Background: an optimization exercise with open tools, aiming at small area and a short achievable clock period. Do not read the settings as production practice. In this exercise RTL edits were held to simulation tests only and were not proved equivalent to the original. The flow treats the clock pin as an ideal source, which a real chip does not have.

==> build 18: inputs <==
==> flow/design.v <==
package types;
    localparam int LB_TAG_BITS = 27;
endpackage
module lb_word_pick
#(
    parameter int NUM_SRC = 5
) (
    input  logic [NUM_SRC-1:0]    sel,
    input  logic [NUM_SRC*32-1:0] words,
    output logic [31:0]           word
);
    always_comb begin
        word = '0;
        for (int i = 0; i < NUM_SRC; i++)
            word = word | ({32{sel[i]}} & words[i*32 +: 32]);
    end
endmodule
module fetch_linebuffer_mp
#(
    parameter int NUM_ENTRIES = 4,
    parameter int NUM_PORTS   = 2,
    parameter int LINE_BITS   = 256
) (
    input  logic                       clk,
    input  logic                       rst,
    input  logic [NUM_PORTS*32-1:0]    fetch_addr,
    input  logic [NUM_PORTS*4-1:0]     fetch_rmask,
    output logic [NUM_PORTS*32-1:0]    fetch_rdata,
    output logic [NUM_PORTS-1:0]       fetch_resp,
    input  logic                       invalidate,
    output logic [31:0]                cache_addr,
    output logic [3:0]                 cache_rmask,
    input  logic [LINE_BITS-1:0]       cache_rdata_line,
    input  logic                       cache_resp
);
    localparam int TB       = types::LB_TAG_BITS;
    localparam int WORDS    = LINE_BITS / 32;
    localparam int WIDX     = (WORDS > 1) ? $clog2(WORDS) : 1;
    localparam int PTR_BITS = (NUM_ENTRIES > 1) ? $clog2(NUM_ENTRIES) : 1;
    logic                      busy_reg;
    logic                      live_reg;
    logic [TB-1:0]             req_tag_reg;
    logic [PTR_BITS-1:0]       rr_ptr_reg;
    logic [NUM_ENTRIES-1:0]    valid_reg;
    logic [NUM_ENTRIES*TB-1:0]        tag_reg;
    logic [NUM_ENTRIES*LINE_BITS-1:0] data_reg;
    logic [NUM_PORTS-1:0]      active;
    logic [NUM_PORTS-1:0]      hit;
    logic [NUM_PORTS-1:0]      req_match;
    logic [TB-1:0]             port_tag [NUM_PORTS];
    assign cache_addr  = {req_tag_reg, 5'b00000};
    assign cache_rmask = {4{busy_reg}};
    for (genvar p = 0; p < NUM_PORTS; p++) begin : g_port
        assign port_tag[p] = fetch_addr[p*32+5 +: TB];
        assign active[p]   = |fetch_rmask[p*4 +: 4];
        logic [NUM_ENTRIES-1:0] hit_vec;
        logic                   req_match_p;
        logic [WORDS-1:0]       wdec;
        logic [WIDX-1:0]        word_idx;
        assign word_idx = fetch_addr[p*32+2 +: WIDX];
        for (genvar e = 0; e < NUM_ENTRIES; e++) begin : g_cmp
            assign hit_vec[e] = valid_reg[e] && (tag_reg[e*TB +: TB] == port_tag[p]);
        end
        assign hit[p] = |hit_vec;
        assign req_match_p  = busy_reg && live_reg && (req_tag_reg == port_tag[p]);
        assign req_match[p] = req_match_p;
        for (genvar w = 0; w < WORDS; w++) begin : g_dec
            assign wdec[w] = (word_idx == WIDX'(w));
        end
        logic [(NUM_ENTRIES+1)*32-1:0] words;
        always_comb begin
            words = '0;
            for (int e = 0; e < NUM_ENTRIES; e++)
                for (int w = 0; w < WORDS; w++)
                    words[e*32 +: 32] = words[e*32 +: 32] |
                        ({32{wdec[w]}} & data_reg[e*LINE_BITS + w*32 +: 32]);
            for (int w = 0; w < WORDS; w++)
                words[NUM_ENTRIES*32 +: 32] = words[NUM_ENTRIES*32 +: 32] |
                    ({32{wdec[w]}} & cache_rdata_line[w*32 +: 32]);
        end
        lb_word_pick #(
            .NUM_SRC (NUM_ENTRIES + 1)
        ) u_pick (
            .sel   ({req_match_p, hit_vec}),
            .words (words),
            .word  (fetch_rdata[p*32 +: 32])
        );
        assign fetch_resp[p] = !invalidate && active[p] &&
                               (hit[p] || (req_match[p] && cache_resp));
    end
    logic [NUM_PORTS-1:0] miss;
    logic                 any_miss;
    logic [TB-1:0]        miss_tag;
    assign miss = active & ~hit;
    always_comb begin
        any_miss = 1'b0;
        miss_tag = port_tag[NUM_PORTS-1];
        for (int p = NUM_PORTS - 1; p >= 0; p--) begin
            if (miss[p]) begin
                any_miss = 1'b1;
                miss_tag = port_tag[p];
            end
        end
    end
    logic                   has_invalid;
    logic [NUM_ENTRIES-1:0] victim_oh;
    always_comb begin
        has_invalid = 1'b0;
        victim_oh   = '0;
        for (int e = 0; e < NUM_ENTRIES; e++) begin
            if (!valid_reg[e] && !has_invalid) begin
                has_invalid  = 1'b1;
                victim_oh[e] = 1'b1;
            end
        end
        if (!has_invalid) victim_oh[rr_ptr_reg] = 1'b1;
    end
    logic                   fill_en;
    logic [NUM_ENTRIES-1:0] we;
    assign fill_en = busy_reg && live_reg && cache_resp && !invalidate;
    assign we      = victim_oh & {NUM_ENTRIES{fill_en}};
    always_ff @(posedge clk) begin
        if (rst) begin
            busy_reg   <= 1'b0;
            live_reg   <= 1'b0;
            rr_ptr_reg <= '0;
            valid_reg  <= '0;
        end else begin
            if (busy_reg) begin
                busy_reg <= !cache_resp;
                live_reg <= live_reg && !invalidate;
            end else begin
                busy_reg <= !invalidate && any_miss;
                live_reg <= 1'b1;
            end
            if (fill_en && !has_invalid) rr_ptr_reg <= rr_ptr_reg + 1'b1;
            if (invalidate) valid_reg <= '0;
            else            valid_reg <= valid_reg | we;
        end
    end
    always_ff @(posedge clk) begin
        if (!busy_reg) req_tag_reg <= miss_tag;
    end
    always_ff @(posedge clk) begin
        for (int e = 0; e < NUM_ENTRIES; e++) begin
            if (we[e]) begin
                tag_reg[e*TB +: TB]               <= req_tag_reg;
                data_reg[e*LINE_BITS +: LINE_BITS] <= cache_rdata_line;
            end
        end
    end
endmodule
==> flow/flow/run.sh <==
#!/bin/bash
# Standard synthesis and layout, except: the final word select (lb_word_pick)
# is mapped on its own before the design is flattened, the slow OR4 and NOR4 cells are kept out of
# mapping, port buffers are small plain buffers that timing repair may
# resize, clock sinks are gathered into larger clusters without dummy loads,
# and timing repair is pushed harder, with a last sizing pass on the worst
# path after clock tree synthesis (flow/post_cts.tcl).
DU="sky130_fd_sc_hd__probe_p_8 sky130_fd_sc_hd__probec_p_8 sky130_fd_sc_hd__lpflow_bleeder_1 sky130_fd_sc_hd__lpflow_clkbufkapwr_1 sky130_fd_sc_hd__lpflow_clkbufkapwr_16 sky130_fd_sc_hd__lpflow_clkbufkapwr_2 sky130_fd_sc_hd__lpflow_clkbufkapwr_4 sky130_fd_sc_hd__lpflow_clkbufkapwr_8 sky130_fd_sc_hd__lpflow_clkinvkapwr_1 sky130_fd_sc_hd__lpflow_clkinvkapwr_16 sky130_fd_sc_hd__lpflow_clkinvkapwr_2 sky130_fd_sc_hd__lpflow_clkinvkapwr_4 sky130_fd_sc_hd__lpflow_clkinvkapwr_8 sky130_fd_sc_hd__lpflow_decapkapwr_12 sky130_fd_sc_hd__lpflow_decapkapwr_3 sky130_fd_sc_hd__lpflow_decapkapwr_4 sky130_fd_sc_hd__lpflow_decapkapwr_6 sky130_fd_sc_hd__lpflow_decapkapwr_8 sky130_fd_sc_hd__lpflow_inputiso0n_1 sky130_fd_sc_hd__lpflow_inputiso0p_1 sky130_fd_sc_hd__lpflow_inputiso1n_1 sky130_fd_sc_hd__lpflow_inputiso1p_1 sky130_fd_sc_hd__lpflow_inputisolatch_1 sky130_fd_sc_hd__lpflow_isobufsrc_1 sky130_fd_sc_hd__lpflow_isobufsrc_16 sky130_fd_sc_hd__lpflow_isobufsrc_2 sky130_fd_sc_hd__lpflow_isobufsrc_4 sky130_fd_sc_hd__lpflow_isobufsrc_8 sky130_fd_sc_hd__lpflow_isobufsrckapwr_16 sky130_fd_sc_hd__lpflow_lsbuf_lh_hl_isowell_tap_1 sky130_fd_sc_hd__lpflow_lsbuf_lh_hl_isowell_tap_2 sky130_fd_sc_hd__lpflow_lsbuf_lh_hl_isowell_tap_4 sky130_fd_sc_hd__lpflow_lsbuf_lh_isowell_4 sky130_fd_sc_hd__lpflow_lsbuf_lh_isowell_tap_1 sky130_fd_sc_hd__lpflow_lsbuf_lh_isowell_tap_2 sky130_fd_sc_hd__lpflow_lsbuf_lh_isowell_tap_4"
DU="$DU sky130_fd_sc_hd__or4_1 sky130_fd_sc_hd__or4_2 sky130_fd_sc_hd__or4_4"
DU="$DU sky130_fd_sc_hd__or4b_1 sky130_fd_sc_hd__or4b_2 sky130_fd_sc_hd__or4b_4"
DU="$DU sky130_fd_sc_hd__or4bb_1 sky130_fd_sc_hd__or4bb_2 sky130_fd_sc_hd__or4bb_4"
DU="$DU sky130_fd_sc_hd__nor4_1 sky130_fd_sc_hd__nor4_2 sky130_fd_sc_hd__nor4_4"
DU="$DU sky130_fd_sc_hd__nor4b_1 sky130_fd_sc_hd__nor4b_2 sky130_fd_sc_hd__nor4b_4"
DU="$DU sky130_fd_sc_hd__nor4bb_1 sky130_fd_sc_hd__nor4bb_2 sky130_fd_sc_hd__nor4bb_4"
CTS="-sink_clustering_enable -repair_clock_nets -dont_use_dummy_load"
CTS="$CTS -sink_clustering_size 30 -sink_clustering_max_diameter 65"
bash standard.sh "DONT_USE_CELLS=$DU" SYNTH_HIERARCHICAL=1 SYNTH_MINIMUM_KEEP_SIZE=0 "POST_CTS_TCL=$(pwd)/flow/post_cts.tcl" MATCH_CELL_FOOTPRINT=0 \
  "BUFFER_PORTS_ARGS=-buffer_cell sky130_fd_sc_hd__buf_1" \
  CORE_UTILIZATION=60 "CTS_ARGS=$CTS" \
  SETUP_SLACK_MARGIN=2.2 finish > standard.log 2>&1
==> flow/flow/post_cts.tcl <==
estimate_parasitics -placement
repair_timing -setup -setup_margin $::env(SETUP_SLACK_MARGIN) -repair_tns 0 \
  -sequence "sizeup,swap" -verbose
detailed_placement
check_placement -verbose
==> flow/standard.sh <==
#!/bin/bash
# synth_recipe.tcl (not shown) runs the flow's synth.tcl, then flattens the netlist and writes it again
# the make line also repeats each setting of config.mk as NAME=value (left out here)
make -C /OpenROAD-flow-scripts/flow DESIGN_CONFIG=/design/flow/config.mk WORK_HOME=/design/flow/orfs CLKGATE_MAP_FILE= SYNTH_SCRIPT=/design/flow/synth_recipe.tcl "${@:-finish}"
==> flow/config.mk <==
export PLATFORM = sky130hd
export DESIGN_NAME = fetch_linebuffer_mp
export DESIGN_NICKNAME = fetch_linebuffer_mp
export VERILOG_FILES = /design/flow/design.v
export SDC_FILE = /design/flow/constraint.sdc
export NUM_CORES = 4
export LEC_CHECK = 0
export CAP_MARGIN = 20
export CORE_MARGIN = 2
export CORE_UTILIZATION = 40
export SETUP_SLACK_MARGIN = 0.5
export SLEW_MARGIN = 20
==> flow/constraint.sdc <==
create_clock -name core_clock -period 7.0 [get_ports {clk}]
set_input_delay 1.4000 -clock core_clock [delete_from_list [all_inputs] [get_ports {clk}]]
set_output_delay 1.4000 -clock core_clock [all_outputs]
set_load 0.01 [all_outputs]
==> build 27 (differences from build 18) <==
--- a/flow/flow/run.sh
+++ b/flow/flow/run.sh
@@ -18,3 +18,3 @@
   "BUFFER_PORTS_ARGS=-buffer_cell sky130_fd_sc_hd__buf_1" \
   CORE_UTILIZATION=60 "CTS_ARGS=$CTS" \
-  SETUP_SLACK_MARGIN=2.2 finish > standard.log 2>&1
+  SETUP_SLACK_MARGIN=2.4 finish > standard.log 2>&1
==> trial 69 (differences from build 18) <==
--- a/flow/flow/run.sh
+++ b/flow/flow/run.sh
@@ -18,3 +18,3 @@
   "BUFFER_PORTS_ARGS=-buffer_cell sky130_fd_sc_hd__buf_1" \
   CORE_UTILIZATION=60 "CTS_ARGS=$CTS" \
-  SETUP_SLACK_MARGIN=2.2 finish > standard.log 2>&1
+  SETUP_SLACK_MARGIN=2 finish > standard.log 2>&1
==> reports/results.tsv <==
stage	metric	value	unit
run_status	outcome	finished clean	
sta	holdWs	0.485	ns
sta	fin_crit_sh	71.9	%
finish	drive_gt1_share	8.52	%
finish	multi_input_area_share	29.2	%
power_and_ir_drop	p_comb	1.22	mW
sta	fin_worst_skew	0.0509	ns
finish	sh_seq_area	59.3	%
grt	grt_pass1_vias	40800	
sta	finalCriticalPeriod	5.03	ns
sta	max_slew_margin	23.1	%
finish	nFillCells	6238	
drt	met3_wirelength	29900	um
finish	antenna_cells	23	
power_and_ir_drop	power.density	221	mW/mm^2
setup_path	cp_slowest_cell	bufinv_16	
-- figures above: trial 69

==> reports/results.tsv <==
stage	metric	value	unit
finish	drive_gt1_share	17.0	%
sta	fin_crit_sh	67.4	%
power_and_ir_drop	p_comb	1.48	mW
drt	met3_wirelength	41700	um
finish	sh_seq_area	55.1	%
run_status	outcome	finished clean	
synth	synth_top_family_by_area	compound AO/OA/AOI/OAI gates	
finish	multi_input_area_share	29.3	%
grt	grt_pass1_vias	41100	
sta	finalCriticalPeriod	4.72	ns
finish	nFillCells	5713	
synth	synth-compound-area-share	20.2	%
finish	antenna_cells	26	
power_and_ir_drop	power.density	210	mW/mm^2
sta	max_slew_margin	26.1	%
sta	fin_worst_skew	0.0587	ns
setup_path	cp_slowest_cell	a222oi_1	
sta	holdWs	0.484	ns
-- figures above: build 27

==> reports/results.tsv <==
stage	metric	value	unit
grt	grt_pass1_vias	40900	
setup_path	cp_slowest_cell	nand4_1	
sta	fmaxAchievable	206	MHz
drt	met3_wirelength	32200	um
finish	drive_gt1_share	10.8	%
finish	nFillCells	6156	
sta	fin_worst_skew	0.0492	ns
power_and_ir_drop	p_comb	1.26	mW
run_status	outcome	finished clean	
sta	max_slew_margin	22.2	%
drt	ant_nets	0	
finish	antenna_cells	27	
sta	holdWs	0.486	ns
finish	sh_seq_area	58.3	%
setup_path	reg2reg_from	busy_reg	
sta	finalCriticalPeriod	4.86	ns
sta	fin_crit_sh	69.4	%
-- figures above: build 18

## re-timing with driven ports
Ports are ideal in the flow. The routed layouts listed here were re-timed in OpenROAD.
Step 1: set_driving_cell puts a clkbuf_16 on clk and a buf_2 on each other input, an assumption about the parent block.
Step 2 adds t to the input delays and takes it off the output delays; t is the mean of the earliest and latest rising clock arrival at the registers after step 1. Input paths then give back, and output paths get back, about the clock's delay inside the block.
Slacks: ideal / step 1 / step 2; pairs: ideal / step 1.
| run | t, ns | setup slack, ns | slew at the worst register clock pin (ns) | pins driven straight from the clock port |
|---|---|---|---|---|
| build 18 | 0.707 | 2.141 / 2.120 / 2.120 | 0.10 / 0.10 | 1 |
| build 27 | 0.712 | 2.282 / 2.144 / 2.144 | 0.11 / 0.11 | 1 |
| trial 69 | 0.703 | 1.968 / 1.933 / 1.933 | 0.10 / 0.10 | 1 |
After both steps setup and hold are still met in every run listed. For build 27, which loses most, drivers alone change the setup slack by -0.138 ns; drivers and shift together by -0.138 ns.
